Source: an optimization exercise on an open RTL-to-GDS flow (aim: small area and a short achievable clock period). Production flows keep margins and buffers that such runs may drop.
RTL that was checked went through simulation tests only; none was proved equivalent to the original.
The RTL of run 1 was laid out without a check of its function.
Power and IR drop assume default switching activity.

<file path="design/flow/config.mk">
export PLATFORM = sky130hd
export DESIGN_NAME = viterbi_decoder
export DESIGN_NICKNAME = viterbi_decoder
export VERILOG_FILES = /design/flow/design.v
export SDC_FILE = /design/flow/constraint.sdc
export NUM_CORES = 4
export LEC_CHECK = 0
export CAP_MARGIN = 20
export CORE_MARGIN = 2
export CORE_UTILIZATION = 40
export CTS_CLUSTER_DIAMETER = 80
export CTS_CLUSTER_SIZE = 20
export SETUP_SLACK_MARGIN = 2.95
export SLEW_MARGIN = 20
</file>
<file path="design/flow/constraint.sdc">
create_clock -name core_clock -period 5.0 [get_ports {clk}]
set_input_delay 1.0000 -clock core_clock [delete_from_list [all_inputs] [get_ports {clk}]]
set_output_delay 1.0000 -clock core_clock [all_outputs]
set_load 0.01 [all_outputs]
</file>
<file path="design/flow/design.v">
`timescale 1ns/1ps
`default_nettype none
module viterbi_decoder (
   input  wire       clk,
   input  wire       rst,
   input  wire       enable_i,
   input  wire [1:0] symbol_i,
   output wire       d_out_o,
   output wire       d_valid_o
);
   function automatic [1:0] code(input integer j);
      reg [2:0] s;
      begin
         s    = 2 * j;
         code = {^(s & 3'b111), ^(s & 3'b101)};
      end
   endfunction
   integer k;
   reg [3:0] up_q;     
   reg [3:0] dn_q;     
   reg       frc_q;    
   reg [3:0] ph_q;     
   reg [2:0] bc_q;     
   reg       vld_q;
   always @(posedge clk) begin
      for (k = 0; k < 4; k = k + 1) begin
         up_q[k] <= (symbol_i == code(k));
         dn_q[k] <= (symbol_i == ~code(k));
      end
      frc_q <= (bc_q == 3'd0) && (ph_q < 4'd3);
   end
   always @(posedge clk or negedge rst) begin
      if (!rst) begin
         ph_q  <= 4'd0;
         bc_q  <= 3'd0;
         vld_q <= 1'b0;
      end else if (!enable_i) begin
         ph_q  <= 4'd0;
         bc_q  <= 3'd0;
         vld_q <= 1'b0;
      end else begin
         ph_q <= ph_q + 4'd1;
         if (ph_q == 4'd15 && !bc_q[2])
            bc_q <= bc_q + 3'd1;
         vld_q <= vld_q | (bc_q[2] & (ph_q >= 4'd3));
      end
   end
   reg [3:0] pm [0:7];
   reg [7:0] dec_q;
   reg [7:0] decn_q;   
   genvar j;
   generate
      for (j = 0; j < 4; j = j + 1) begin : g_bf
         wire       up  = up_q[j];          
         wire       dn  = dn_q[j];          
         wire [3:0] a0  = pm[2*j];
         wire [3:0] a1  = pm[2*j+1];
         wire [3:0] eq  = ~(a1 ^ a0);
         wire [2:0] g   = ~a1[2:0] & a0[2:0];
         wire       b1  = g[0];
         wire       b2  = g[1] | (eq[1] & g[0]);
         wire       b3  = g[2] | (eq[2] & g[1]) | (eq[2] & eq[1] & g[0]);
         wire       e1  = eq[1] ^ ~b1;
         wire       e2  = eq[2] ^ ~b2;
         wire       e3  = eq[3] ^ ~b3;
         wire       sl  = !frc_q & ((e3 & ~(up & e2 & e1)) | (dn & ~e2 & ~e1));
         wire       sh  = !frc_q & ((e3 & ~(dn & e2 & e1)) | (up & ~e2 & ~e1));
         wire [3:0] a0p = a0 + 4'd1;
         wire [3:0] a0m = a0 - 4'd1;
         wire [3:0] a1p = a1 + 4'd1;
         wire [3:0] a1m = a1 - 4'd1;
         wire [3:0] c0l = (j == 0) ? a0 + {up, up, up, up | dn}
                                   : (up ? a0m : dn ? a0p : a0);    
         wire [3:0] c1l = up ? a1p : dn ? a1m : a1;                 
         wire [3:0] c0h = up ? a0p : dn ? a0m : a0;                 
         wire [3:0] c1h = (j == 3) ? a1 + {up, up, up, up | dn}
                                   : (up ? a1m : dn ? a1p : a1);    
         always @(posedge clk) begin
            pm[j]      <= sl ? c1l : c0l;
            pm[j+4]    <= sh ? c1h : c0h;
            dec_q[j]    <= sl;
            dec_q[j+4]  <= sh;
            decn_q[j]   <= ~sl;
            decn_q[j+4] <= ~sh;
         end
      end
   endgenerate
   reg [32:4] r [0:7];
   genvar n;
   generate
      for (n = 0; n < 8; n = n + 1) begin : g_re
         localparam integer Q0 = (n % 4) * 2;
         always @(posedge clk)
            r[n] <= {~(({28{dec_q[n]}} & r[Q0+1][31:4]) | ({28{decn_q[n]}} & r[Q0][31:4])),
                     dec_q[n]};
      end
   endgenerate
   reg [15:0] sr_q;
   reg [32:0] dl_q;
   integer    b;
   always @(posedge clk) begin
      if (ph_q == 4'd2) begin
         for (b = 0; b < 16; b = b + 1)
            sr_q[b] <= r[0][32-b] ^ b[0];
      end else begin
         sr_q <= {r[0][17], sr_q[15:1]};   
      end
      dl_q <= {dl_q[31:0], sr_q[0]};
   end
   assign d_out_o   = dl_q[32];
   assign d_valid_o = vld_q;
endmodule
`default_nettype wire
</file>
<file path="design/flow/run.sh">
#!/bin/bash
# synth_recipe.tcl (not shown) runs the flow's synth.tcl, then flattens the netlist and writes it again
# the make line also repeats each setting of config.mk as NAME=value (left out here)
make -C /OpenROAD-flow-scripts/flow DESIGN_CONFIG=/design/flow/config.mk WORK_HOME=/design/flow/orfs CLKGATE_MAP_FILE= SYNTH_SCRIPT=/design/flow/synth_recipe.tcl finish
</file>
==> results of run 1 <==
==> layout make-up <==
type | instances | area [um^2] | area share
Clock buffer | 23 | 512 | 0.0412
Inverter | 42 | 160 | 0.0129
Tap cell | 372 | 465 | 0.0375
Timing Repair Buffer | 31 | 245 | 0.0197
Multi-Input combinational cell | 545 | 4390 | 0.353
Clock inverter | 3 | 33.8 | 0.00272
Sequential cell | 325 | 6620 | 0.533
==> logic make-up (layout without fill, tap and decap cells) <==
logic type	after synthesis	count (layout)	share of synthesized area
and+or+nand+nor	104	104	0.0461
DFF	325	325	0.589
xor gates and xnor gates	51	51	0.0402
buffers and inverters	106	99	0.0369
AOI/OAI and AO/OA	318	318	0.208
adders and majority gates	40	40	0.0491
muxes	32	32	0.0300
==> synthesized netlist by cell type, types with 2 or more instances <==
cell type  count  share of area
dfxtp_1      317           0.57
a22oi_1      235           0.16
clkbuf_1      56          0.019
inv_1         41          0.014
ha_1          34          0.038
nand2_1       30          0.010
o21ai_0       28          0.013
xnor2_1       28          0.022
nor2_1        23         0.0078
xor2_1        23          0.018
mux2i_1       22          0.020
a21oi_1       21         0.0095
nor2b_1       11         0.0062
nor3_1        11         0.0050
mux2_2        10          0.010
nand3_1        9         0.0041
dfrtp_1        8          0.018
and2_1         6         0.0034
fa_1           6          0.011
a211oi_1       5         0.0034
a31oi_1        4         0.0023
buf_2          4         0.0018
a41oi_1        3         0.0024
and3_1         3         0.0017
buf_1          3         0.0010
o21ai_2        3         0.0024
a21boi_2       2         0.0020
a21o_1         2         0.0014
a221oi_1       2         0.0016
a32o_1         2         0.0018
nor2_2         2         0.0011
o21a_1         2         0.0014
o22ai_1        2         0.0011
==> worst reg2reg max path: stages, from the launching register on <==
cell	delay, ns
dfxtp_4	0.36
inv_2	0.09
ha_4	0.20
and3b_1	0.17
o21a_4	0.23
o31ai_4	0.45
a21oi_2	0.12
a221oi_2	0.34
==> cell usage in the layout (no fill, tap or decap), drive strengths merged, types with 11 or more instances in the layout <==
cell type | netlist | final
a21oi | 21 | 21
a22oi | 236 | 236
buf | 8 | 27
clkbuf | 56 | 23
dfxtp | 317 | 317
ha | 34 | 34
inv | 41 | 44
mux2i | 22 | 22
nand2 | 30 | 30
nor2 | 25 | 25
nor2b | 11 | 11
nor3 | 11 | 11
o21ai | 32 | 32
xnor2 | 28 | 28
xor2 | 23 | 23
==> per-stage QoR <==
stage / power [mW] / area [um^2] / util / cells
4_1_cts: 9.19 / 12200 / 0.450 / 1333
2_1_floorplan: 6.59 / 11100 / - / 976
3_3_place_gp: 7.35 / 11400 / 0.422 / 1297
6_report: 9.43 / 12400 / 0.458 / 1341
3_5_place_dp: 7.39 / 11400 / 0.422 / 1297
5_1_grt: 10.1 / 12400 / 0.458 / 1341
==> state kept, by name, summed over array words and instances (netlist names), 3 cells and up <==
| register | count |
|---|---|
| dec_q | 8 |
| r | 215 |
| dl_q | 33 |
| decn_q | 8 |
| dn_q | 3 |
| pm | 32 |
| ph_q | 4 |
| sr_q | 16 |
| bc_q | 3 |
==> repair_timing <==
action	in CTS	in global routing
resized for setup	50	45
endpoints found under the setup margin	40	37
pin swaps	11	19
buffers inserted	10	8
==> metal layers <==
| layer | global-route usage | part of all wire | up-vias | wire (um) |
|---|---|---|---|---|
| met5 | 0 | 0 | - | 0 |
| met4 | 0.0364 | 0.015 | 0 | 343 |
| met3 | 0.0245 | 0.051 | 23 | 1150 |
| met2 | 0.247 | 0.45 | 148 | 10200 |
| met1 | 0.225 | 0.49 | 3486 | 11000 |
| li1 | - | - | 3503 | - |
==> report_power, final <==
part           internal (mW)  leakage (nW)  switching [mW]
Sequential              3.86          2.76           0.985
Combinational           1.46          2.24            1.57
Clock                  0.737         0.267           0.818
==> how the worst min path moves through the flow <==
| stage | startpoint | to | slack (ns) | cells past startpoint |
|---|---|---|---|---|
| global placement | dl_q[10]$_DFF_P_ | dl_q[11]$_DFF_P_ | 0.31 | 0 |
| finish | dl_q[23]$_DFF_P_ | dl_q[24]$_DFF_P_ | 0.33 | 0 |
| floorplan | sr_q[0]$_DFF_P_ | dl_q[0]$_DFF_P_ | 0.31 | 0 |
| detailed placement | dl_q[2]$_DFF_P_ | dl_q[3]$_DFF_P_ | 0.31 | 0 |
| CTS | dl_q[21]$_DFF_P_ | dl_q[22]$_DFF_P_ | 0.33 | 0 |
| global route | dl_q[19]$_DFF_P_ | dl_q[20]$_DFF_P_ | 0.34 | 0 |
==> impl_metrics.yaml, run 1 <==
outcome:
  outcome: "finished clean"
clocking:
  hold_buffers: 0
  cts_num_sinks: 325
  cts_root_buf: "clkbuf_16"
  clock_path_buffers: 3
  cts_made_buffers: 20
  cts_tree: "done"
  clk_latency_ns: 0.51
  h-tree-depth: 1
  clk_pin_slew_ns: 0.08
placement:
  io_buffers: 6
  hpwl_um: 13300
  pre_cts_ws_ns: 2.61
  gp_congestion: 0.829
sta:
  worst_pin_slew_ns: 0.767
  hold_viol: 0
  whs_ns: 0.330
  setup_viol: 0
  clock_skew_ns: 0.0121
  period_minus_slack_ns: 2.05
  post-route-period-util: 0.410
  maxSlewViolCount: 0
  worst_slack_ns: 2.95
  rsz0062_at_grt: "yes"
  slew-limit-headroom: 0.488
  fmaxAchievable_mhz: 488
  tns_ns: 0
route:
  vias_per_cell: 5.34
  drt_iter0_drc: 692
  drt_wl_total_um: 22700
  ant_nets: 0
  num_vias: 7160
  drt-wirelength-per-cell_um: 16.9
  drc: 0
  drt_first_pass_iters: 6
setup_path:
  end_kind: "flop"
  reg2regPathDepth: 7
  start_kind: "flop"
  crit_type: "reg -> reg"
  critPathSlowestCell: "o31ai_4"
  cp.buffers_inverters: 1
  crit_family: "compound AO/OA/AOI/OAI gates"
  worst-path-stages: 7
  arrival_ns: 2.45
  worstPathCellList: "inv_2, ha_4, and3b_1, o21a_4, o31ai_4, a21oi_2, a221oi_2"
  crit_start: "pm[5][1]$_DFF_P_"
  endpoint: "pm[2][0]$_DFF_P_"
  cpPeakStageDelay_ns: 0.45
  rrSetupSlack_ns: 2.95
  cp_max_fo: 7
  regToRegEndpoint: "pm[2][0]$_DFF_P_"
  crit_required_ns: 5.40
  r2r_start: "pm[5][1]$_DFF_P_"
global_route:
  track_usage: 0.157
  grt-ovfl-total: 0
  antenna_found_initial: 0
  grt_pass1_vias: 6979
  grt_max_degree: 30
  grt_pass1_wl_um: 36900
floorplanning:
  start_util: 0.410
  ios: 7
  rows: 60
  die-area_um2: 29100
  coreArea_um2: 27100
  die_w_um: 171
  fp.dieH_um: 171
pwr:
  vdd_drop_max_uv: 299
  powerDensity_nw_per_um2: 759
  p_leak_nw: 5.27
yosys:
  synth_seq_cells: 325
  synthDistinctLibCells: 51
  yosysWarnings: 3
  async_flop_share: 0.0246
  syn-num-nets: 1021
  syn_area_per_cell_um2: 11.4
  yosysSeqAreaShare: 0.589
  synth_edf_count: 0
  ys.flop_type: "dfxtp_1"
  synth_area_um2: 11100
  syn_inst: 976
final_layout:
  drive_gt1_frac: 0.150
  areaGrowthSynthToFinish_pct: 11.9
  nets: 1010
  n_fill_cell: 2469
  insertedDiodeCount: 0
min_path:
  worst_hold_path_type: "reg -> reg"
job:
  drv_cap: 0
==> run 2, diff against run 1 <==
--- a/design/flow/design.v
+++ b/design/flow/design.v
@@ -91,21 +91,22 @@
       for (n = 0; n < 8; n = n + 1) begin : g_re
          localparam integer Q0 = (n % 4) * 2;
          always @(posedge clk)
-            r[n] <= {~(({28{dec_q[n]}} & r[Q0+1][31:4]) | ({28{decn_q[n]}} & r[Q0][31:4])),
+            r[n] <= {~((r[Q0+1][31:4] | {28{decn_q[n]}}) & (r[Q0][31:4] | {28{dec_q[n]}})),
                      dec_q[n]};
       end
    endgenerate
    reg [15:0] sr_q;
    reg [32:0] dl_q;
+   reg        ld_q;    
+   reg        ldn_q;   
    integer    b;
    always @(posedge clk) begin
-      if (ph_q == 4'd2) begin
-         for (b = 0; b < 16; b = b + 1)
-            sr_q[b] <= r[0][32-b] ^ b[0];
-      end else begin
-         sr_q <= {r[0][17], sr_q[15:1]};   
-      end
-      dl_q <= {dl_q[31:0], sr_q[0]};
+      ld_q  <= (ph_q == 4'd1);
+      ldn_q <= (ph_q != 4'd1);
+      for (b = 0; b < 15; b = b + 1)
+         sr_q[b] <= ~((r[0][32-b] | ldn_q) & (sr_q[b+1] | ld_q));
+      sr_q[15] <= ~r[0][17];   
+      dl_q <= {dl_q[31:0], ~sr_q[0]};
    end
    assign d_out_o   = dl_q[32];
    assign d_valid_o = vld_q;
--- a/design/flow/config.mk
+++ b/design/flow/config.mk
@@ -7,8 +7,8 @@
 export LEC_CHECK = 0
 export CAP_MARGIN = 20
 export CORE_MARGIN = 2
-export CORE_UTILIZATION = 40
-export CTS_CLUSTER_DIAMETER = 80
-export CTS_CLUSTER_SIZE = 20
-export SETUP_SLACK_MARGIN = 2.95
+export CORE_UTILIZATION = 45
+export CTS_CLUSTER_DIAMETER = 100
+export CTS_CLUSTER_SIZE = 28
+export SETUP_SLACK_MARGIN = 3.0
 export SLEW_MARGIN = 20
==> impl_metrics.yaml, run 2 <==
clocking:
  clock_path_buffers: 3
  h-tree-depth: 1
  clk_latency_ns: 0.50
  cts_made_buffers: 15
  cts_num_sinks: 327
  cts_root_buf: "clkbuf_16"
  cts_tree: "done"
  clk_pin_slew_ns: 0.10
  hold_buffers: 0
pwr:
  vdd_drop_max_uv: 398
  p_leak_nw: 4.76
  powerDensity_nw_per_um2: 765
  finalPower_mw: 9.24
setup_path:
  start_kind: "flop"
  crit_required_ns: 5.40
  cpPeakStageDelay_ns: 0.42
  end_kind: "flop"
  worstPathCellList: "buf_4, fa_2, xor2_4, nor3_2, nand2_1, mux2i_1, a21oi_2, a221oi_2"
  cp.buffers_inverters: 1
  critPathSlowestCell: "fa_2"
  crit_family: "adder cells"
  crit_type: "reg -> reg"
  cp_max_fo: 4
  arrival_ns: 2.44
yosys:
  synth_top_area_share: 0.590
  ys.flop_type: "dfxtp_1"
  synth_edf_count: 0
  yosysTopAreaCell: "dfxtp_1"
  synthAdderAreaFrac: 0.0504
  synthTopCellsByArea: "dfxtp_1 (59%), o22ai_1 (13%), ha_1 (3.9%), xnor2_1 (2.2%), mux2i_1 (2.0%)"
  syn_area_per_cell_um2: 11.1
  synth_area_um2: 10800
  yosysWarnings: 3
  yosysMostFrequentCell: "dfxtp_1"
  synthDistinctLibCells: 51
  synth_xor_area_frac: 0.0404
  syn-num-nets: 1018
  synth_common_cells: "dfxtp_1 (319), o22ai_1 (224), clkbuf_1 (53)"
  syn_inst: 973
  synth_seq_cells: 327
  synth_top_family_by_area: "compound AO/OA/AOI/OAI gates"
  synthMuxAreaShare: 0.0224
  yosysSeqAreaShare: 0.608
  synth_simple_gate_area_frac: 0.0448
  async_flop_share: 0.0245
  synth_compound_area_frac: 0.195
final_layout:
  areaGrowthSynthToFinish_pct: 11.6
  insertedDiodeCount: 0
  multiInputGateArea_um2: 4070
  drive_gt1_frac: 0.148
  layout_commonest_cell: "dfxtp_1"
  finalCoreUtilization: 0.513
  layout_common_cells: "dfxtp_1 (286), o22ai_1 (224), inv_1 (38)"
  ff_latch_area_um2: 6660
  regMostFlops: "r"
  largestRegisters: "r (215), dl_q (33), pm (32)"
  largest_reg_flops: 215
  final_cells: 1289
  n_fill_cell: 2087
  nets: 1013
floorplanning:
  ios: 7
  coreArea_um2: 23500
  die-area_um2: 25300
  fp.dieH_um: 159
  die_w_um: 159
  rows: 56
  start_util: 0.460
sta:
  hold_viol: 0
  post-route-period-util: 0.407
  fmaxAchievable_mhz: 492
  clock_skew_ns: 0.0145
  worst_pin_slew_ns: 1.04
  period_minus_slack_ns: 2.03
  setup_viol: 0
  slew-limit-headroom: 0.305
  worst_slack_ns: 2.97
  maxSlewViolCount: 0
  tns_ns: 0
  rsz0062_at_grt: "yes"
job:
  drv_cap: 0
route:
  drc: 0
  num_vias: 7114
  drt_iter0_drc: 501
  vias_per_cell: 5.52
  drt-wirelength-per-cell_um: 17.3
  ant_nets: 0
  drt_wl_total_um: 22400
  drt_first_pass_iters: 5
global_route:
  grt-ovfl-total: 0
  grt_max_degree: 30
  antenna_found_initial: 0
  grt_pass1_wl_um: 35900
  track_usage: 0.171
  grt_pass1_vias: 6875
placement:
  hpwl_um: 13300
  pre_cts_ws_ns: 2.61
  place_inst: 1240
  io_buffers: 6
  gp_congestion: 0.812
outcome:
  outcome: "finished clean"
min_path:
  worst_hold_path_type: "reg -> reg"
[run 2: cell types whose count changed after synthesis, moves of 3 or more]
cell	previous run	this run
mux2_2	10	2
o21ai_0	28	21
clkbuf_1	56	53
o22ai_1	2	224
buf_1	3	6
nand2_1	30	23
a22oi_1	235	28
inv_1	41	44
[run 2: worst reg2reg max path, delay by kind of cell, from the launching register on]
kind | cells | cell delay [ns]
fa+ha+maj | 1 | 0.42
flops | 1 | 0.38
simple gates | 2 | 0.32
compound gates | 2 | 0.30
mux | 1 | 0.21
xor+xnor | 1 | 0.18
buf+inv | 1 | 0.14
[run 2: where the power goes]
| part | internal [mW] | total [mW] | switching, mW |
|---|---|---|---|
| logic | 1.48 | 3.02 | 1.54 |
| clock network | 0.606 | 1.37 | 0.761 |
| registers | 3.86 | 4.86 | 0.999 |
[run 2: cells by family (layout without fill, tap and decap cells)]
kind of cell             Yosys count  in the layout
AND/OR/NAND/NOR                   97             97
XOR/XNOR                          50             50
flip-flops                       327            327
AO/OA/AOI/OAI                    326            326
multiplexers                      24             24
adder cells (fa/ha/maj)           40             40
buffers and inverters            109            106
[run 2: per-layer routing]
layer	global-route usage	routed length [um]	vias to the layer above
li1	-	-	3537
met1	0.243	10900	3423
met2	0.278	10300	133
met3	0.0240	820	21
met4	0.0388	361	0
met5	0	0	-
[run 2: repair_timing]
item	in CTS	in global routing
resized for setup	57	36
endpoints found under the setup margin	43	35
gates cloned	0	0
buffers inserted	14	16
pin swaps	16	18
[run 2: final cells by class]
cell class / instances / share of cell area
clock inverters: 3 / 0.00383
multi-input cells: 537 / 0.336
repair buffers: 42 / 0.0299
inverters: 45 / 0.0145
well taps: 319 / 0.0330
flip-flops and latches: 327 / 0.551
clock buffers: 16 / 0.0314
[run 2: stage by stage]
stage	hold slack [ns]	instance area [um^2]
finish	0.333	12100
global route	0.340	12100
CTS	0.335	11800
detailed placement	0.312	11100
global placement	0.312	11100
floorplan	0.310	10800
[run 2: worst paths after layout]
kind,start,cells after the start,slack (ns),end
max in group asynchronous,rst,1,3.95,ph_q[3]$_DFF_PN0_
hold reg to reg,dl_q[25]$_DFF_P_,0,0.33,dl_q[26]$_DFF_P_
hold / removal,dl_q[25]$_DFF_P_,0,0.33,dl_q[26]$_DFF_P_
setup / recovery,pm[5][1]$_DFF_P_,8,2.97,pm[6][0]$_DFF_P_
setup reg to reg,pm[5][1]$_DFF_P_,8,2.97,pm[6][0]$_DFF_P_
min in group asynchronous,rst,1,0.78,bc_q[1]$_DFFE_PN0P_
==> run 3, diff against run 2 <==
--- a/design/flow/config.mk
+++ b/design/flow/config.mk
@@ -5,10 +5,11 @@
 export SDC_FILE = /design/flow/constraint.sdc
 export NUM_CORES = 4
 export LEC_CHECK = 0
+export ABC_AREA = 1
 export CAP_MARGIN = 20
 export CORE_MARGIN = 2
-export CORE_UTILIZATION = 45
+export CORE_UTILIZATION = 40
 export CTS_CLUSTER_DIAMETER = 100
-export CTS_CLUSTER_SIZE = 28
+export CTS_CLUSTER_SIZE = 24
 export SETUP_SLACK_MARGIN = 3.0
 export SLEW_MARGIN = 20
==> impl_metrics.yaml, run 3 <==
setup_path:
  cp_max_fo: 2
  start_kind: "flop"
  worst-path-stages: 1
  critPathSlowestCell: "dfrtp_1"
  reg2regPathDepth: 12
  worstPathCellList: "buf_2"
  end_kind: "output port"
  crit_family: "flip-flops"
  cpPeakStageDelay_ns: 0.39
  cp.buffers_inverters: 1
  crit_required_ns: 4.00
  arrival_ns: 1.04
  crit_type: "reg -> out"
clocking:
  cts_tree: "done"
  cts_made_buffers: 17
  clock_path_buffers: 3
  cts_num_sinks: 327
  h-tree-depth: 1
  clk_pin_slew_ns: 0.10
  cts_root_buf: "clkbuf_16"
  clk_latency_ns: 0.50
sta:
  maxSlewViolCount: 0
  whs_ns: 0.330
  period_minus_slack_ns: 2.04
  fmaxAchievable_mhz: 491
  clock_skew_ns: 0.0122
  worst_pin_slew_ns: 1.12
  hold_viol: 0
  worst_slack_ns: 2.96
  post-route-period-util: 0.407
  slew-limit-headroom: 0.251
  rsz0062_at_grt: "yes"
  tns_ns: 0
  setup_viol: 0
yosys:
  syn_area_per_cell_um2: 9.47
  synth_area_um2: 11400
  synthDistinctLibCells: 38
  yosysMostFrequentCell: "dfxtp_1"
  synth_common_cells: "dfxtp_1 (319), o22ai_1 (222), nand2_1 (192)"
  synth_seq_cells: 327
  syn-num-nets: 1254
  ys.flop_type: "dfxtp_1"
  yosysSeqAreaShare: 0.575
  synthTopCellsByArea: "dfxtp_1 (56%), o22ai_1 (12%), nand2_1 (6.3%), ha_1 (3.7%), nand3_1 (3.3%)"
  yosysWarnings: 3
  synth_edf_count: 0
  yosysTopAreaCell: "dfxtp_1"
  syn_inst: 1209
  async_flop_share: 0.0245
  synth_top_area_share: 0.558
route:
  drc: 0
  drt_iter0_drc: 689
  ant_nets: 0
  drt_first_pass_iters: 5
  drt_wl_total_um: 24300
  drt-wirelength-per-cell_um: 15.7
  vias_per_cell: 5.31
  num_vias: 8232
floorplanning:
  die-area_um2: 30000
  die_w_um: 173
  fp.dieH_um: 173
  coreArea_um2: 28000
  start_util: 0.409
  ios: 7
  rows: 61
final_layout:
  areaGrowthSynthToFinish_pct: 6.64
  ff_latch_area_um2: 6630
  insertedDiodeCount: 0
  multiInputGateArea_um2: 4160
  layout_commonest_cell: "dfxtp_1"
  finalCoreUtilization: 0.436
  nets: 1215
  regMostFlops: "r"
  largestRegisters: "r (215), dl_q (33), pm (32)"
  largest_reg_flops: 215
  n_fill_cell: 2688
  drive_gt1_frac: 0.0743
  final_cells: 1549
  final_area_um2: 12200
  layout_common_cells: "dfxtp_1 (291), o22ai_1 (222), nand2_1 (192)"
global_route:
  track_usage: 0.159
  grt_pass1_vias: 7994
  grt_pass1_wl_um: 40100
  grt_max_degree: 41
  grt-ovfl-total: 0
  antenna_found_initial: 0
placement:
  gp_congestion: 0.839
  pre_cts_ws_ns: 2.80
  io_buffers: 6
  place_inst: 1525
  dpl_cell_area_um2: 11700
  hpwl_um: 15100
outcome:
  outcome: "finished clean"
pwr:
  finalPower_mw: 9.18
  powerDensity_nw_per_um2: 752
  p_leak_nw: 5.30
  vdd_drop_max_uv: 407
min_path:
  worst_hold_path_type: "reg -> reg"
  hold_depth: 0
job:
  drv_cap: 0
==> run 3: cell types whose count changed after synthesis, sizes merged, moves of 7 or more <==
cell / previous run / this run
a22oi: 29 / 0
nor2: 25 / 41
nand2: 23 / 208
inv: 44 / 103
nor2b: 11 / 0
mux2i: 22 / 0
xnor2: 27 / 15
buf: 11 / 18
nand3: 9 / 76
a21oi: 21 / 29
nand4: 0 / 10
nor3: 11 / 1
==> run 3: repair_timing <==
action | 4_1_cts | 5_1_grt
hold buffers | 0 | 0
resized for setup | 11 | 21
endpoints found under the setup margin | 21 | 41
hold endpoints to repair | 0 | 0
setup buffers | 0 | 4
pin swaps | 0 | 3
gates cloned | 0 | 0
==> run 3: kinds of logic after synthesis <==
| logic type | Yosys count | share of synthesized area |
|---|---|---|
| and+or+nand+nor | 339 | 0.131 |
| xor gates and xnor gates | 39 | 0.0298 |
| DFF | 327 | 0.575 |
| buffers and inverters | 175 | 0.0629 |
| AOI/OAI and AO/OA | 289 | 0.154 |
| adders and majority gates | 40 | 0.0477 |
==> run 3: metal layers <==
metal  vias to the layer above  routed length, um  GRT usage
met5                         -                  0          0
met1                      3935              11400      0.215
met4                         0                509     0.0438
li1                       4074                  -          -
met2                       183              11400      0.269
met3                        40                979     0.0200
==> run 3: path summary, 6_finish.rpt <==
check	from	end	slack, ns
min in group asynchronous	rst	vld_q$_DFF_PN0_	0.77
max	vld_q$_DFF_PN0_	d_valid_o	2.96
min reg2reg	dl_q[23]$_DFF_P_	dl_q[24]$_DFF_P_	0.33
max in group asynchronous	rst	bc_q[2]$_DFFE_PN0P_	3.96
min	dl_q[23]$_DFF_P_	dl_q[24]$_DFF_P_	0.33
max reg2reg	pm[4][0]$_DFF_P_	pm[2][3]$_DFF_P_	3.14
==> run 3: area by class of cell <==
cell class,count,area share
Clock buffer,18,0.0352
Timing Repair Buffer,13,0.00840
Clock inverter,2,0.00164
Sequential cell,327,0.543
Multi-Input combinational cell,707,0.341
Tap cell,378,0.0387
Inverter,104,0.0323
==> run 3: where the power goes <==
part           internal (mW)  switching (mW)  total [mW]
clock network          0.625           0.787        1.41
registers               3.84            1.10        4.94
logic                   1.21            1.62        2.83
==> run 4, diff against run 3 <==
--- a/design/flow/config.mk
+++ b/design/flow/config.mk
@@ -5,7 +5,6 @@
 export SDC_FILE = /design/flow/constraint.sdc
 export NUM_CORES = 4
 export LEC_CHECK = 0
-export ABC_AREA = 1
 export CAP_MARGIN = 20
 export CORE_MARGIN = 2
 export CORE_UTILIZATION = 40
==> impl_metrics.yaml, run 4 <==
global_route:
  grt_pass1_vias: 7049
  antenna_found_initial: 0
  grt-ovfl-total: 0
  grt_pass1_wl_um: 37000
  track_usage: 0.160
  grt_max_degree: 30
final_layout:
  finalCoreUtilization: 0.453
  areaGrowthSynthToFinish_pct: 12.1
  multiInputGateArea_um2: 4070
  insertedDiodeCount: 0
  largest_reg_flops: 215
  layout_commonest_cell: "dfxtp_1"
  regMostFlops: "r"
  layout_common_cells: "dfxtp_1 (285), o22ai_1 (223), inv_1 (38)"
  nets: 1014
  largestRegisters: "r (215), dl_q (33), pm (32)"
  drive_gt1_frac: 0.151
  ff_latch_area_um2: 6670
  n_fill_cell: 2430
placement:
  hpwl_um: 13800
  gp_congestion: 0.842
  io_buffers: 6
  pre_cts_ws_ns: 2.63
clocking:
  clock_path_buffers: 3
  h-tree-depth: 1
  clk_pin_slew_ns: 0.09
  cts_tree: "done"
  cts_num_sinks: 327
  hold_buffers: 0
  cts_root_buf: "clkbuf_16"
  clk_latency_ns: 0.51
  cts_made_buffers: 17
floorplanning:
  coreArea_um2: 26800
  die-area_um2: 28400
  die_w_um: 169
  rows: 60
  ios: 7
  fp.dieH_um: 169
  start_util: 0.404
yosys:
  synth_common_cells: "dfxtp_1 (319), o22ai_1 (224), clkbuf_1 (53)"
  synth_area_um2: 10800
  synthMuxAreaShare: 0.0224
  ys.flop_type: "dfxtp_1"
  syn-num-nets: 1018
  yosysWarnings: 3
  synth_edf_count: 0
  async_flop_share: 0.0245
  synth_simple_gate_area_frac: 0.0448
  synthAdderAreaFrac: 0.0504
  syn_inst: 973
  syn_area_per_cell_um2: 11.1
  synth_seq_cells: 327
  synthDistinctLibCells: 51
  synth_top_area_share: 0.590
  yosysMostFrequentCell: "dfxtp_1"
  synth_xor_area_frac: 0.0404
  yosysSeqAreaShare: 0.608
  synth_compound_area_frac: 0.195
  synthTopCellsByArea: "dfxtp_1 (59%), o22ai_1 (13%), ha_1 (3.9%), xnor2_1 (2.2%), mux2i_1 (2.0%)"
  yosysTopAreaCell: "dfxtp_1"
  synth_top_family_by_area: "compound AO/OA/AOI/OAI gates"
setup_path:
  arrival_ns: 1.04
  cp_max_fo: 2
  critPathSlowestCell: "dfrtp_1"
  crit_family: "flip-flops"
  end_kind: "output port"
  cpPeakStageDelay_ns: 0.39
  cp.buffers_inverters: 1
  crit_required_ns: 4.00
  start_kind: "flop"
  crit_type: "reg -> out"
  worstPathCellList: "buf_2"
route:
  drt-wirelength-per-cell_um: 17.6
  drt_first_pass_iters: 4
  ant_nets: 0
  drt_iter0_drc: 499
  drt_wl_total_um: 23100
  vias_per_cell: 5.51
  drc: 0
  num_vias: 7233
sta:
  post-route-period-util: 0.407
  maxSlewViolCount: 0
  clock_skew_ns: 0.0140
  worst_pin_slew_ns: 1.16
  rsz0062_at_grt: "yes"
  fmaxAchievable_mhz: 491
  setup_viol: 0
  hold_viol: 0
  tns_ns: 0
  slew-limit-headroom: 0.223
  period_minus_slack_ns: 2.04
  worst_slack_ns: 2.96
  whs_ns: 0.331
pwr:
  p_int_mw: 5.95
  p_leak_nw: 4.78
  vdd_drop_max_uv: 335
  p_switching_mw: 3.37
  clockPowerShare: 0.152
  power_frac_seq: 0.522
  sw_frac_of_total: 0.362
  finalPower_mw: 9.33
  powerDensity_nw_per_um2: 768
  comb_power_share: 0.326
outcome:
  outcome: "finished clean"
min_path:
  worst_hold_path_type: "reg -> reg"
job:
  drv_cap: 0
## run 4: changes by cell type after synthesis, sizes merged, moves of 11 or more
cell,delta
a22oi,+29
inv,-59
mux2i,+22
nand2,-185
nand3,-67
nor2,-16
nor2b,+11
xnor2,+12
## run 4: cells by family (layout without fill, tap and decap cells)
kind of cell | after synthesis | count (layout)
compound gates | 326 | 326
buf+inv | 109 | 107
simple gates | 97 | 97
xor+xnor | 50 | 50
flops | 327 | 327
mux | 24 | 24
fa+ha+maj | 40 | 40
## run 4: cell type report
type,count,share of cell area
Sequential cell,327,0.549
Clock inverter,2,0.00165
Tap cell,341,0.0351
Clock buffer,19,0.0356
Multi-Input combinational cell,537,0.335
Timing Repair Buffer,41,0.0287
Inverter,45,0.0144
## run 4: worst paths after layout
check | startpoint | end | slack (ns) | depth (start not counted)
worst max register to register | pm[5][0]$_DFF_P_ | pm[2][0]$_DFF_P_ | 2.98 | 9
worst max-delay path | vld_q$_DFF_PN0_ | d_valid_o | 2.96 | 1
worst min register to register | dl_q[23]$_DFF_P_ | dl_q[24]$_DFF_P_ | 0.33 | 0
min in group asynchronous | rst | bc_q[1]$_DFFE_PN0P_ | 0.77 | 1
worst min-delay path | dl_q[23]$_DFF_P_ | dl_q[24]$_DFF_P_ | 0.33 | 0
max in group asynchronous | rst | ph_q[0]$_DFF_PN0_ | 3.94 | 1
## run 4: layer usage
metal,vias to the layer above,track usage,part of all wire
met4,0,0.0345,0.016
met1,3519,0.225,0.49
li1,3553,-,-
met2,135,0.263,0.46
met3,26,0.0222,0.036
met5,-,0,0
## run 4: repair_timing
item                       in CTS  in global routing
setup endpoints to repair      45                 36
resized for setup              57                 46
setup buffers                  16                 12
hold endpoints to repair        0                  0
pin swaps                      16                 16
## run 4: through the flow
stage / std cells / cell area [um^2]
CTS: 1300 / 11900
detailed placement: 1263 / 11200
global placement: 1262 / 11100
floorplan: 973 / 10800
finish: 1312 / 12100
global route: 1312 / 12100
## run 4: power by group through the flow
stage / clock (mW) / combinational (mW) / sequential, mW
after detailed placement: 0 / 2.53 / 4.87
after floorplan: 0 / 2.21 / 4.36
final: 1.42 / 3.04 / 4.87
after global placement: 0 / 2.46 / 4.86
after CTS: 1.46 / 2.77 / 4.85
after global routing: 1.57 / 3.36 / 5.01
==> run 5, diff against run 4 <==
--- a/design/flow/config.mk
+++ b/design/flow/config.mk
@@ -10,5 +10,5 @@
 export CORE_UTILIZATION = 40
 export CTS_CLUSTER_DIAMETER = 100
 export CTS_CLUSTER_SIZE = 24
-export SETUP_SLACK_MARGIN = 3.0
+export SETUP_SLACK_MARGIN = 2.96
 export SLEW_MARGIN = 20
==> impl_metrics.yaml, run 5 <==
sta:
  maxSlewViolCount: 0
  slew-limit-headroom: 0.256
  post-route-period-util: 0.404
  tns_ns: 0
  rsz0062_at_grt: "yes"
  clock_skew_ns: 0.0226
  worst_pin_slew_ns: 1.11
  worst_slack_ns: 2.98
  hold_viol: 0
  period_minus_slack_ns: 2.02
  setup_viol: 0
  fmaxAchievable_mhz: 495
yosys:
  synth_seq_cells: 327
  synthDistinctLibCells: 51
  synthMuxAreaShare: 0.0224
  synth_edf_count: 0
  ys.flop_type: "dfxtp_1"
  syn_area_per_cell_um2: 11.1
  syn_inst: 973
  synthAdderAreaFrac: 0.0504
  synth_top_area_share: 0.590
  async_flop_share: 0.0245
  synth_compound_area_frac: 0.195
  yosysSeqAreaShare: 0.608
  synth_simple_gate_area_frac: 0.0448
  synth_xor_area_frac: 0.0404
  synthTopCellsByArea: "dfxtp_1 (59%), o22ai_1 (13%), ha_1 (3.9%), xnor2_1 (2.2%), mux2i_1 (2.0%)"
  synth_top_family_by_area: "compound AO/OA/AOI/OAI gates"
  yosysMostFrequentCell: "dfxtp_1"
  yosysTopAreaCell: "dfxtp_1"
  yosysWarnings: 3
  synth_area_um2: 10800
  syn-num-nets: 1018
  synth_common_cells: "dfxtp_1 (319), o22ai_1 (224), clkbuf_1 (53)"
route:
  drt-wirelength-per-cell_um: 17.6
  drt_iter0_drc: 515
  ant_nets: 0
  drt_first_pass_iters: 5
  drt_wl_total_um: 23100
  drc: 0
  vias_per_cell: 5.55
  num_vias: 7282
clocking:
  cts_made_buffers: 17
  cts_num_sinks: 327
  hold_buffers: 0
  clock_path_buffers: 3
  cts_tree: "done"
  h-tree-depth: 1
  cts_root_buf: "clkbuf_16"
  clk_latency_ns: 0.51
  clk_pin_slew_ns: 0.09
global_route:
  grt_pass1_vias: 7099
  grt-ovfl-total: 0
  grt_max_degree: 30
  track_usage: 0.160
  grt_pass1_wl_um: 37200
  antenna_found_initial: 0
floorplanning:
  ios: 7
  die_w_um: 169
  fp.dieH_um: 169
  coreArea_um2: 26800
  rows: 60
  start_util: 0.404
  die-area_um2: 28400
final_layout:
  regMostFlops: "r"
  drive_gt1_frac: 0.151
  nets: 1013
  layout_common_cells: "dfxtp_1 (285), o22ai_1 (224), inv_1 (38)"
  finalCoreUtilization: 0.451
  largestRegisters: "r (215), dl_q (33), pm (32)"
  areaGrowthSynthToFinish_pct: 11.7
  largest_reg_flops: 215
  insertedDiodeCount: 0
  layout_commonest_cell: "dfxtp_1"
setup_path:
  crit_type: "reg -> out"
  critPathSlowestCell: "dfrtp_1"
  cpPeakStageDelay_ns: 0.38
  crit_family: "flip-flops"
  worstPathCellList: "buf_2"
  cp.buffers_inverters: 1
  crit_required_ns: 4.00
  crit_start: "vld_q$_DFF_PN0_"
  end_kind: "output port"
  start_kind: "flop"
  arrival_ns: 1.02
  r2r_start: "pm[5][1]$_DFF_P_"
  cp_max_fo: 2
pwr:
  vdd_drop_max_uv: 359
  powerDensity_nw_per_um2: 768
  p_leak_nw: 4.75
outcome:
  outcome: "finished clean"
placement:
  io_buffers: 6
  hpwl_um: 13600
  gp_congestion: 0.860
  pre_cts_ws_ns: 2.56
min_path:
  hp-start: "dl_q[21]$_DFF_P_"
  worst_hold_path_type: "reg -> reg"
job:
  drv_cap: 0
-- run 5: cell counts after synthesis --
No cell type changed its count.
-- run 5: metrics by stage --
step / hold slack [ns] / instance area [um^2] / instances / total power [mW]
floorplan: 0.310 / 10800 / 973 / 6.55
global placement: 0.312 / 11100 / 1263 / 7.29
detailed placement: 0.313 / 11100 / 1263 / 7.35
CTS: 0.332 / 11700 / 1294 / 8.96
global route: 0.339 / 12100 / 1311 / 9.92
finish: 0.329 / 12100 / 1311 / 9.29
-- run 5: path summary, 6_finish.rpt --
| kind | cells past startpoint | slack (ns) | endpoint |
|---|---|---|---|
| min | 0 | 0.33 | dl_q[22]$_DFF_P_ |
| max reg2reg | 10 | 2.98 | pm[2][2]$_DFF_P_ |
| min in group asynchronous | 1 | 0.76 | bc_q[0]$_DFFE_PN0P_ |
| max in group asynchronous | 1 | 3.97 | ph_q[1]$_DFF_PN0_ |
| min reg2reg | 0 | 0.33 | dl_q[22]$_DFF_P_ |
| max | 1 | 2.98 | d_valid_o |
-- run 5: report_power, final --
group	internal [mW]	switching [mW]	total (mW)
clock	0.628	0.792	1.42
sequential	3.87	1.00	4.87
combinational	1.43	1.56	3.00
total	5.93	3.36	9.29
-- run 5: metal layers --
layer / vias up / wire length, um / GRT usage
li1: 3526 / - / -
met1: 3557 / 11100 / 0.226
met2: 171 / 10600 / 0.260
met3: 28 / 1080 / 0.0248
met4: 0 / 343 / 0.0371
met5: - / 0 / 0
-- run 5: cell type report --
type | instances | area (um^2)
Fill cell | 2493 | 14700
Multi-Input combinational cell | 537 | 4040
Tap cell | 341 | 427
Clock buffer | 19 | 433
Sequential cell | 327 | 6670
Clock inverter | 2 | 20.0
Timing Repair Buffer | 40 | 333
Inverter | 45 | 174
-- run 5: cells by family (layout without fill, tap and decap cells) --
| family | after synthesis | in the layout |
|---|---|---|
| and+or+nand+nor | 97 | 97 |
| muxes | 24 | 24 |
| DFF | 327 | 327 |
| AOI/OAI and AO/OA | 326 | 326 |
| buffers and inverters | 109 | 106 |
| xor gates and xnor gates | 50 | 50 |
| adders and majority gates | 40 | 40 |
-- run 5: what timing repair did --
item                                    in CTS  in global routing
resized for setup                           44                 60
pin swaps                                    7                 25
setup buffers                               10                 17
endpoints found under the setup margin      44                 40
==> run 6, diff against run 5 <==
--- a/design/flow/config.mk
+++ b/design/flow/config.mk
@@ -5,6 +5,7 @@
 export SDC_FILE = /design/flow/constraint.sdc
 export NUM_CORES = 4
 export LEC_CHECK = 0
+export ABC_AREA = 1
 export CAP_MARGIN = 20
 export CORE_MARGIN = 2
 export CORE_UTILIZATION = 40
==> impl_metrics.yaml, run 6 <==
outcome:
  outcome: "finished clean"
floorplanning:
  rows: 61
  fp.dieH_um: 173
  die_w_um: 173
  ios: 7
  die-area_um2: 30000
  start_util: 0.409
  coreArea_um2: 28000
route:
  route.met2.wl_um: 11300
  drt_iter0_drc: 658
  dr_wl_met3_um: 981
  drt_first_pass_iters: 7
  drc: 0
  dr.max_layer_used: "met4"
  drt_wl_total_um: 24200
  met1Wirelength_um: 11400
  vias_per_cell: 5.32
  num_vias: 8219
  ant_nets: 0
  drt-wirelength-per-cell_um: 15.7
yosys:
  yosysMostFrequentCell: "dfxtp_1"
  synthDistinctLibCells: 38
  syn_area_per_cell_um2: 9.47
  ys.flop_type: "dfxtp_1"
  syn_inst: 1209
  synth_top_area_share: 0.558
  syn-num-nets: 1254
  synth_edf_count: 0
  yosysWarnings: 3
  yosysTopAreaCell: "dfxtp_1"
  synth_area_um2: 11400
  synth_common_cells: "dfxtp_1 (319), o22ai_1 (222), nand2_1 (192)"
  async_flop_share: 0.0245
  synth_seq_cells: 327
  synthTopCellsByArea: "dfxtp_1 (56%), o22ai_1 (12%), nand2_1 (6.3%), ha_1 (3.7%), nand3_1 (3.3%)"
  yosysSeqAreaShare: 0.575
setup_path:
  start_kind: "flop"
  r2r_start: "pm[4][0]$_DFF_P_"
  worst-path-stages: 1
  reg2regPathDepth: 11
  critPathSlowestCell: "dfrtp_1"
  arrival_ns: 1.04
  end_kind: "output port"
  cpPeakStageDelay_ns: 0.39
  rrSetupSlack_ns: 3.10
  worstPathCellList: "buf_2"
  cp_max_fo: 2
  crit_family: "flip-flops"
  regToRegEndpoint: "pm[2][3]$_DFF_P_"
  crit_required_ns: 4.00
  cp.buffers_inverters: 1
  crit_type: "reg -> out"
global_route:
  antenna_found_initial: 0
  grt_max_degree: 41
  track_usage: 0.159
  grt_pass1_wl_um: 40100
  grt_pass1_vias: 7994
  grt-ovfl-total: 0
sta:
  setup_viol: 0
  maxSlewViolCount: 0
  period_minus_slack_ns: 2.04
  slew-limit-headroom: 0.249
  hold_viol: 0
  worst_pin_slew_ns: 1.13
  clock_skew_ns: 0.0120
  post-route-period-util: 0.407
  rsz0062_at_grt: "yes"
  tns_ns: 0
  fmaxAchievable_mhz: 491
final_layout:
  drive_gt1_frac: 0.0643
  layout_commonest_cell: "dfxtp_1"
  final_area_um2: 12200
  nets: 1211
  areaGrowthSynthToFinish_pct: 6.19
  regMostFlops: "r"
  layout_common_cells: "dfxtp_1 (298), o22ai_1 (222), nand2_1 (192)"
  finalCoreUtilization: 0.434
  largestRegisters: "r (215), dl_q (33), pm (32)"
  insertedDiodeCount: 0
  final_cells: 1545
  largest_reg_flops: 215
clocking:
  clk_pin_slew_ns: 0.10
  cts_made_buffers: 17
  clock_path_buffers: 3
  h-tree-depth: 1
  cts_num_sinks: 327
  cts_tree: "done"
  clk_latency_ns: 0.51
  cts_root_buf: "clkbuf_16"
  hold_buffers: 0
pwr:
  p_switching_mw: 3.49
  p_int_mw: 5.63
  vdd_drop_max_uv: 410
  p_leak_nw: 5.28
  power_frac_seq: 0.540
  comb_power_share: 0.305
  clockPowerShare: 0.155
  powerDensity_nw_per_um2: 750
  sw_frac_of_total: 0.382
placement:
  hpwl_um: 15100
  io_buffers: 6
  dpl_cell_area_um2: 11700
  gp_congestion: 0.839
  place_inst: 1525
min_path:
  hp-start: "dl_q[23]$_DFF_P_"
  worst_hold_path_type: "reg -> reg"
  hold_depth: 0
  min_to: "dl_q[24]$_DFF_P_"
job:
  drv_cap: 0
run 6: cell types whose count changed in the layout (fill, tap and decap cells not counted), moves of 9 or more:
cell     before  now
mux2i_1      22    0
inv_1        38   97
nor2b_1      11    0
nand2_1      21  192
nor2_1       18   37
nand2_2       2   11
buf_4        29    3
a22oi_1      26    0
nand3_1       8   76
nand4_1       0   10
dfxtp_1     285  298
xnor2_1      24   15
a21oi_1      20   29
dfxtp_4      15    1
run 6: kinds of logic after synthesis:
kind of cell,after synthesis,synth area share
AND/OR/NAND/NOR,339,0.131
flip-flops,327,0.575
AO/OA/AOI/OAI,289,0.154
buffers and inverters,175,0.0629
adder cells (fa/ha/maj),40,0.0477
XOR/XNOR,39,0.0298
run 6: routing by layer:
layer  up-vias  track usage
met5         -            0
met4         0       0.0438
li1       4061            -
met2       198        0.269
met1      3919        0.215
met3        41       0.0200
run 6: area by class of cell:
cell class	instances	area, um^2
Clock inverter	2	20.0
Clock buffer	18	429
Multi-Input combinational cell	707	4160
Tap cell	378	473
Timing Repair Buffer	9	72.6
Inverter	104	390
Sequential cell	327	6620
Fill cell	2690	15900
run 6: how the worst max path moves through the flow:
| stage | end | startpoint |
|---|---|---|
| final | d_valid_o | vld_q$_DFF_PN0_ |
| after global routing | d_valid_o | vld_q$_DFF_PN0_ |
| after CTS | d_valid_o | vld_q$_DFF_PN0_ |
| after detailed placement | pm[7][2]$_DFF_P_ | dn_q[1]$_DFF_P_ |
| after global placement | pm[7][2]$_DFF_P_ | dn_q[1]$_DFF_P_ |
| after floorplan | pm[7][1]$_DFF_P_ | dn_q[1]$_DFF_P_ |
run 6: through the flow:
stage | power [mW] | hold slack (ns) | setup WS (ns)
2_1_floorplan | 6.85 | 0.310 | 3.36
3_3_place_gp | 7.64 | 0.312 | 2.87
3_5_place_dp | 7.70 | 0.312 | 2.80
4_1_cts | 9.12 | 0.333 | 2.86
5_1_grt | 9.80 | 0.340 | 2.93
6_report | 9.12 | 0.329 | 2.96
run 6: power groups by stage:
stage	Sequential [mW]	Clock [mW]	Combinational, mW
finish	4.93	1.42	2.78
global route	5.08	1.53	3.18
CTS	4.91	1.45	2.76
detailed placement	4.96	0	2.74
global placement	4.94	0	2.70
floorplan	4.35	0	2.50
run 6: what timing repair did:
| item | in CTS | in global routing |
|---|---|---|
| gates resized for setup | 11 | 10 |
| endpoints found under the hold margin | 0 | 0 |
| endpoints found under the setup margin | 14 | 34 |
| setup buffers | 0 | 0 |
| pin swaps | 0 | 1 |
==> run 7, diff against run 6 <==
--- a/design/flow/design.v
+++ b/design/flow/design.v
@@ -55,26 +55,28 @@
          wire       dn  = dn_q[j];          
          wire [3:0] a0  = pm[2*j];
          wire [3:0] a1  = pm[2*j+1];
-         wire [3:0] eq  = ~(a1 ^ a0);
-         wire [2:0] g   = ~a1[2:0] & a0[2:0];
-         wire       b1  = g[0];
-         wire       b2  = g[1] | (eq[1] & g[0]);
-         wire       b3  = g[2] | (eq[2] & g[1]) | (eq[2] & eq[1] & g[0]);
-         wire       e1  = eq[1] ^ ~b1;
-         wire       e2  = eq[2] ^ ~b2;
-         wire       e3  = eq[3] ^ ~b3;
-         wire       sl  = !frc_q & ((e3 & ~(up & e2 & e1)) | (dn & ~e2 & ~e1));
-         wire       sh  = !frc_q & ((e3 & ~(dn & e2 & e1)) | (up & ~e2 & ~e1));
-         wire [3:0] a0p = a0 + 4'd1;
-         wire [3:0] a0m = a0 - 4'd1;
-         wire [3:0] a1p = a1 + 4'd1;
-         wire [3:0] a1m = a1 - 4'd1;
-         wire [3:0] c0l = (j == 0) ? a0 + {up, up, up, up | dn}
-                                   : (up ? a0m : dn ? a0p : a0);    
-         wire [3:0] c1l = up ? a1p : dn ? a1m : a1;                 
-         wire [3:0] c0h = up ? a0p : dn ? a0m : a0;                 
-         wire [3:0] c1h = (j == 3) ? a1 + {up, up, up, up | dn}
-                                   : (up ? a1m : dn ? a1p : a1);    
+         wire       bo  = ~a1[0] & a0[0];
+         wire [1:0] h1  = a1[2:1];
+         wire [1:0] h0  = a0[2:1];
+         wire       dz  = (h1 == h0);                   
+         wire       dp  = (h1 == h0 + 2'd1);            
+         wire       dm  = (h1 == h0 - 2'd1);            
+         wire       lt  = (h1[1] < h0[1]) | ((h1[1] == h0[1]) & (h1[0] < h0[0]))
+                        | (dz & bo);                    
+         wire       e3  = a1[3] ^ a0[3] ^ lt;
+         wire       e21 = (dm & ~bo) | (dz & bo);       
+         wire       e0n = (dz & ~bo) | (dp & bo);       
+         wire       sl  = !frc_q & ((e3 & ~(up & e21)) | (dn & e0n));
+         wire       sh  = !frc_q & ((e3 & ~(dn & e21)) | (up & e0n));
+         wire       nz  = up | dn;
+         wire [3:1] p0  = {&a0[2:0], &a0[1:0], a0[0]};
+         wire [3:1] n0  = {~|a0[2:0], ~|a0[1:0], ~a0[0]};
+         wire [3:1] p1  = {&a1[2:0], &a1[1:0], a1[0]};
+         wire [3:1] n1  = {~|a1[2:0], ~|a1[1:0], ~a1[0]};
+         wire [3:0] c0l = a0 ^ {({3{dn}} & p0) | ({3{up}} & n0), nz};    
+         wire [3:0] c0h = a0 ^ {({3{up}} & p0) | ({3{dn}} & n0), nz};    
+         wire [3:0] c1l = a1 ^ {({3{up}} & p1) | ({3{dn}} & n1), nz};    
+         wire [3:0] c1h = a1 ^ {({3{dn}} & p1) | ({3{up}} & n1), nz};    
          always @(posedge clk) begin
             pm[j]      <= sl ? c1l : c0l;
             pm[j+4]    <= sh ? c1h : c0h;
==> impl_metrics.yaml, run 7 <==
global_route:
  antenna_found_initial: 0
  grt_pass1_vias: 7178
  track_usage: 0.155
  grt_max_degree: 41
  grt_pass1_wl_um: 36500
  grt-ovfl-total: 0
final_layout:
  largestRegisters: "r (215), dl_q (33), pm (32)"
  largest_reg_flops: 215
  layout_common_cells: "dfxtp_1 (304), o22ai_1 (243), nand2_1 (172)"
  drive_gt1_frac: 0.0752
  final_cells: 1405
  areaGrowthSynthToFinish_pct: 6.19
  layout_commonest_cell: "dfxtp_1"
  nets: 1079
  insertedDiodeCount: 0
  regMostFlops: "r"
yosys:
  synth_edf_count: 0
  async_flop_share: 0.0245
  synthTopCellsByArea: "dfxtp_1 (59%), o22ai_1 (14%), nand2_1 (5.9%), xor2_1 (4.4%), nand3_1 (2.6%)"
  yosysMostFrequentCell: "dfxtp_1"
  synthDistinctLibCells: 28
  ys.flop_type: "dfxtp_1"
  synth_area_um2: 10900
  synth_top_area_share: 0.587
  yosysSeqAreaShare: 0.606
  syn_inst: 1104
  synth_seq_cells: 327
  syn_area_per_cell_um2: 9.85
  synth_common_cells: "dfxtp_1 (319), o22ai_1 (243), nand2_1 (172)"
  syn-num-nets: 1121
  yosysTopAreaCell: "dfxtp_1"
  yosysWarnings: 3
route:
  drt_first_pass_iters: 5
  drt_wl_total_um: 22100
  ant_nets: 0
  drt-wirelength-per-cell_um: 15.7
  vias_per_cell: 5.36
  drc: 0
  num_vias: 7536
  drt_iter0_drc: 512
clocking:
  clock_path_buffers: 3
  cts_num_sinks: 327
  cts_made_buffers: 17
  clk_pin_slew_ns: 0.09
  cts_tree: "done"
  h-tree-depth: 1
  clk_latency_ns: 0.51
  cts_root_buf: "clkbuf_16"
  hold_buffers: 0
setup_path:
  critPathSlowestCell: "dfrtp_1"
  cp.buffers_inverters: 1
  worstPathCellList: "buf_6"
  rrSetupSlack_ns: 3.11
  cp_max_fo: 2
  reg2regPathDepth: 11
  crit_family: "flip-flops"
  regToRegEndpoint: "pm[6][0]$_DFF_P_"
  start_kind: "flop"
  crit_required_ns: 4.00
  end_kind: "output port"
  cpPeakStageDelay_ns: 0.41
  arrival_ns: 1.04
  crit_type: "reg -> out"
  r2r_start: "pm[4][2]$_DFF_P_"
pwr:
  powerDensity_nw_per_um2: 761
  finalPower_mw: 8.79
  power_frac_seq: 0.552
  p_switching_mw: 3.29
  vdd_drop_max_uv: 507
  clockPowerShare: 0.159
  p_int_mw: 5.50
  comb_power_share: 0.289
  p_leak_nw: 4.86
  sw_frac_of_total: 0.374
outcome:
  outcome: "finished clean"
sta:
  maxSlewViolCount: 0
  post-route-period-util: 0.409
  period_minus_slack_ns: 2.04
  worst_pin_slew_ns: 1.11
  fmaxAchievable_mhz: 489
  rsz0062_at_grt: "yes"
  clock_skew_ns: 0.0188
  hold_viol: 0
  tns_ns: 0
  setup_viol: 0
  slew-limit-headroom: 0.260
floorplanning:
  rows: 60
  fp.dieH_um: 169
  die_w_um: 169
  die-area_um2: 28500
  coreArea_um2: 26800
  start_util: 0.406
  ios: 7
placement:
  place_inst: 1381
  io_buffers: 6
  hpwl_um: 13400
  gp_congestion: 0.813
min_path:
  hold_depth: 0
  hp-start: "dl_q[9]$_DFF_P_"
  worst_hold_path_type: "reg -> reg"
  min_to: "dl_q[10]$_DFF_P_"
job:
  drv_cap: 0
run 7: changes by cell type in the layout (fill, tap and decap cells not counted), sizes merged, moves of 17 or more:
| cell | delta |
|---|---|
| ha | -22 |
| o22ai | +21 |
| inv | -46 |
| xor2 | +31 |
| nand2 | -17 |
| a21oi | -19 |
run 7: how the worst max path moves through the flow:
stage               slack, ns                   to  depth (start not counted)        startpoint
floorplan                3.38     pm[3][0]$_DFF_P_                         12  pm[6][2]$_DFF_P_
detailed placement       3.03  bc_q[1]$_DFFE_PN0P_                          3          enable_i
CTS                      2.94            d_valid_o                          1   vld_q$_DFF_PN0_
finish                   2.96            d_valid_o                          1   vld_q$_DFF_PN0_
global placement         3.05  bc_q[1]$_DFFE_PN0P_                          3          enable_i
global route             2.91            d_valid_o                          1   vld_q$_DFF_PN0_
run 7: layout make-up:
class	count	area (um^2)
timing repair buffer	12	101
multi-input combinational	646	3740
fill	2537	15300
clock inverter	2	20.0
clock buffer	19	433
sequential	327	6610
tap	341	427
inverter	58	221
run 7: timing repair:
action | 4_1_cts | 5_1_grt
buffers inserted | 0 | 3
cloned | 0 | 0
gates resized for setup | 9 | 6
setup endpoints to repair | 2 | 34
endpoints found under the hold margin | 0 | 0
run 7: power by group through the flow:
| stage | sequential [mW] | combinational [mW] | clock, mW |
|---|---|---|---|
| 2_1_floorplan | 4.28 | 2.43 | 0 |
| 3_3_place_gp | 4.87 | 2.50 | 0 |
| 3_5_place_dp | 4.88 | 2.53 | 0 |
| 4_1_cts | 4.84 | 2.55 | 1.44 |
| 5_1_grt | 5.00 | 2.91 | 1.53 |
| 6_report | 4.85 | 2.54 | 1.40 |
run 7: metal layers:
| metal | track usage | vias to the layer above | share of wire |
|---|---|---|---|
| li1 | - | 3767 | - |
| met5 | 0 | - | 0 |
| met2 | 0.255 | 146 | 0.45 |
| met4 | 0.0315 | 0 | 0.016 |
| met3 | 0.0250 | 27 | 0.043 |
| met1 | 0.215 | 3596 | 0.49 |
run 7: per-stage QoR:
step	setup slack, ns	cell area, um^2	utilization	hold WS, ns
2_1_floorplan	3.38	10900	-	0.310
3_3_place_gp	3.05	11100	0.412	0.313
3_5_place_dp	3.03	11100	0.413	0.313
4_1_cts	2.94	11500	0.429	0.334
5_1_grt	2.91	11500	0.431	0.340
6_report	2.96	11500	0.431	0.331
run 7: logic make-up (layout without fill, tap and decap cells):
group                    after synthesis  after routing  share of synthesized area
buffers and inverters                131             91                     0.0506
flip-flops                           327            327                      0.606
XOR/XNOR                              59             59                     0.0475
AO/OA/AOI/OAI                        284            284                      0.159
AND/OR/NAND/NOR                      291            291                      0.123
adder cells (fa/ha/maj)               12             12                     0.0138
==> run 8, diff against run 7 <==
--- a/design/flow/config.mk
+++ b/design/flow/config.mk
@@ -11,5 +11,5 @@
 export CORE_UTILIZATION = 40
 export CTS_CLUSTER_DIAMETER = 100
 export CTS_CLUSTER_SIZE = 24
-export SETUP_SLACK_MARGIN = 2.96
+export SETUP_SLACK_MARGIN = 3.0
 export SLEW_MARGIN = 20
==> impl_metrics.yaml, run 8 <==
outcome:
  outcome: "finished clean"
setup_path:
  arrival_ns: 1.04
  reg2regPathDepth: 10
  worstPathCellList: "buf_6"
  crit_required_ns: 4.00
  critPathSlowestCell: "dfrtp_1"
  rrSetupSlack_ns: 3.14
  regToRegEndpoint: "pm[6][0]$_DFF_P_"
  cp.buffers_inverters: 1
  end_kind: "output port"
  crit_type: "reg -> out"
  crit_family: "flip-flops"
  r2r_start: "pm[5][1]$_DFF_P_"
  start_kind: "flop"
  cp_max_fo: 2
  crit_start: "vld_q$_DFF_PN0_"
  cpPeakStageDelay_ns: 0.41
sta:
  slew-limit-headroom: 0.260
  tns_ns: 0
  worst_slack_ns: 2.96
  fmaxAchievable_mhz: 489
  worst_pin_slew_ns: 1.11
  setup_viol: 0
  rsz0062_at_grt: "yes"
  maxSlewViolCount: 0
  post-route-period-util: 0.409
  clock_skew_ns: 0.0190
  hold_viol: 0
  period_minus_slack_ns: 2.04
placement:
  gp_congestion: 0.813
  pre_cts_ws_ns: 3.03
  io_buffers: 6
  hpwl_um: 13400
  dpl_cell_area_um2: 11100
global_route:
  grt_pass1_vias: 7178
  antenna_found_initial: 0
  grt_use_met2: 0.255
  grt.busiest_layer: "met2"
  grtUsageMet1: 0.215
  track_usage: 0.155
  grt_pass1_wl_um: 36500
  grt_max_degree: 41
  grt-ovfl-total: 0
  use_met3: 0.0250
pwr:
  p_leak_nw: 4.86
  p_switching_mw: 3.29
  powerDensity_nw_per_um2: 762
  sw_frac_of_total: 0.374
  p_int_mw: 5.51
  finalPower_mw: 8.80
  power_frac_seq: 0.552
  clockPowerShare: 0.159
  vdd_drop_max_uv: 507
  comb_power_share: 0.289
floorplanning:
  fp.dieH_um: 169
  coreArea_um2: 26800
  die_w_um: 169
  start_util: 0.406
  rows: 60
  die-area_um2: 28500
  ios: 7
route:
  drt_iter0_drc: 512
  drc: 0
  drt_wl_total_um: 22100
  drt_first_pass_iters: 5
  vias_per_cell: 5.36
  drt-wirelength-per-cell_um: 15.7
  ant_nets: 0
  num_vias: 7534
yosys:
  syn_inst: 1104
  yosysSeqAreaShare: 0.606
  syn-num-nets: 1121
  synth_seq_cells: 327
  synth_common_cells: "dfxtp_1 (319), o22ai_1 (243), nand2_1 (172)"
  syn_area_per_cell_um2: 9.85
  synth_area_um2: 10900
  yosysMostFrequentCell: "dfxtp_1"
  synth_edf_count: 0
  async_flop_share: 0.0245
  ys.flop_type: "dfxtp_1"
  synthTopCellsByArea: "dfxtp_1 (59%), o22ai_1 (14%), nand2_1 (5.9%), xor2_1 (4.4%), nand3_1 (2.6%)"
  synth_top_area_share: 0.587
  synthDistinctLibCells: 28
  yosysTopAreaCell: "dfxtp_1"
  yosysWarnings: 3
final_layout:
  layout_commonest_cell: "dfxtp_1"
  layout_common_cells: "dfxtp_1 (300), o22ai_1 (243), nand2_1 (172)"
  nets: 1079
  largest_reg_flops: 215
  largestRegisters: "r (215), dl_q (33), pm (32)"
  areaGrowthSynthToFinish_pct: 6.23
  insertedDiodeCount: 0
  drive_gt1_frac: 0.0789
  final_area_um2: 11600
  regMostFlops: "r"
clocking:
  clock_path_buffers: 3
  h-tree-depth: 1
  clk_pin_slew_ns: 0.09
  cts_made_buffers: 17
  clk_latency_ns: 0.51
  hold_buffers: 0
  cts_num_sinks: 327
  cts_root_buf: "clkbuf_16"
  cts_tree: "done"
min_path:
  min_to: "dl_q[10]$_DFF_P_"
  hold_depth: 0
  hp-start: "dl_q[9]$_DFF_P_"
  worst_hold_path_type: "reg -> reg"
job:
  drv_cap: 0
==> run 8: cell counts after synthesis <==
Identical to the previous run, type by type.
==> run 8: cell type report <==
class | count | area (um^2)
sequential | 327 | 6610
inverter | 58 | 221
clock buffer | 19 | 433
clock inverter | 2 | 20.0
fill | 2534 | 15200
timing repair buffer | 12 | 101
multi-input combinational | 646 | 3740
tap | 341 | 427
==> run 8: cell families (layout without fill, tap and decap cells) <==
kind of cell / count (synthesis) / count (layout) / share of synthesized area
buf+inv: 131 / 91 / 0.0506
flops: 327 / 327 / 0.606
simple gates: 291 / 291 / 0.123
compound gates: 284 / 284 / 0.159
xor+xnor: 59 / 59 / 0.0475
fa+ha+maj: 12 / 12 / 0.0138
==> run 8: layer usage <==
layer  wire (um)  part of all wire  up-vias
met5           0                 0        -
met1       10800              0.49     3594
li1            -                 -     3768
met2       10000              0.45      145
met4         346             0.016        0
met3         943             0.043       27
==> run 8: how the worst max path moves through the flow <==
stage	to	cells past startpoint
2_1_floorplan	pm[3][0]$_DFF_P_	12
4_1_cts	d_valid_o	1
5_1_grt	d_valid_o	1
3_3_place_gp	bc_q[1]$_DFFE_PN0P_	3
3_5_place_dp	bc_q[1]$_DFFE_PN0P_	3
6_report	d_valid_o	1
==> run 8: metrics by stage <==
stage,hold slack [ns],std cells,util
after global routing,0.340,1405,0.431
final,0.331,1405,0.431
after detailed placement,0.313,1381,0.413
after floorplan,0.310,1104,-
after CTS,0.334,1402,0.429
after global placement,0.313,1381,0.412
==> run 8: what timing repair did <==
action	CTS	global route
buffers inserted	0	3
resized for setup	9	12
endpoints found under the setup margin	2	41
==> run 8: power groups by stage <==
stage               combinational [mW]  clock, mW  sequential [mW]
floorplan                         2.43          0             4.28
global placement                  2.50          0             4.87
detailed placement                2.53          0             4.88
CTS                               2.55       1.44             4.84
global route                      2.91       1.53             5.01
finish                            2.54       1.40             4.86

re-timing with driven ports:
The results above use ideal ports. As a check the final layouts listed here were re-extracted and re-timed, cells and wires unchanged.
Step 1 sets driving cells, clkbuf_16 on the clock port and buf_2 on the other inputs (assumed; they add their load-dependent delay and slew).
Step 2 adds t to the input delays and takes it off the output delays; t is the mean of the earliest and latest rising clock arrival at the registers after step 1. Input paths then give back, and output paths get back, about the clock's delay inside the block.
a / b / c = ideal ports / drivers / drivers and shift; a / b = the first two.
| run | t, ns | slack for setup (ns) | slew at the worst register clock pin (ns) |
|---|---|---|---|
| run 1 | 0.555 | 2.952 / 2.911 / 2.952 | 0.08 / 0.08 |
| run 2 | 0.536 | 2.967 / 2.927 / 2.967 | 0.11 / 0.11 |
| run 3 | 0.547 | 2.964 / 2.916 / 2.999 | 0.10 / 0.10 |
| run 4 | 0.550 | 2.965 / 2.915 / 2.985 | 0.10 / 0.10 |
| run 5 | 0.551 | 2.980 / 2.929 / 2.982 | 0.10 / 0.10 |
| run 6 | 0.546 | 2.963 / 2.916 / 2.999 | 0.10 / 0.10 |
| run 7 | 0.542 | 2.956 / 2.912 / 3.013 | 0.09 / 0.09 |
| run 8 | 0.542 | 2.956 / 2.912 / 3.013 | 0.09 / 0.09 |
After both steps setup and hold are still met in every run listed.
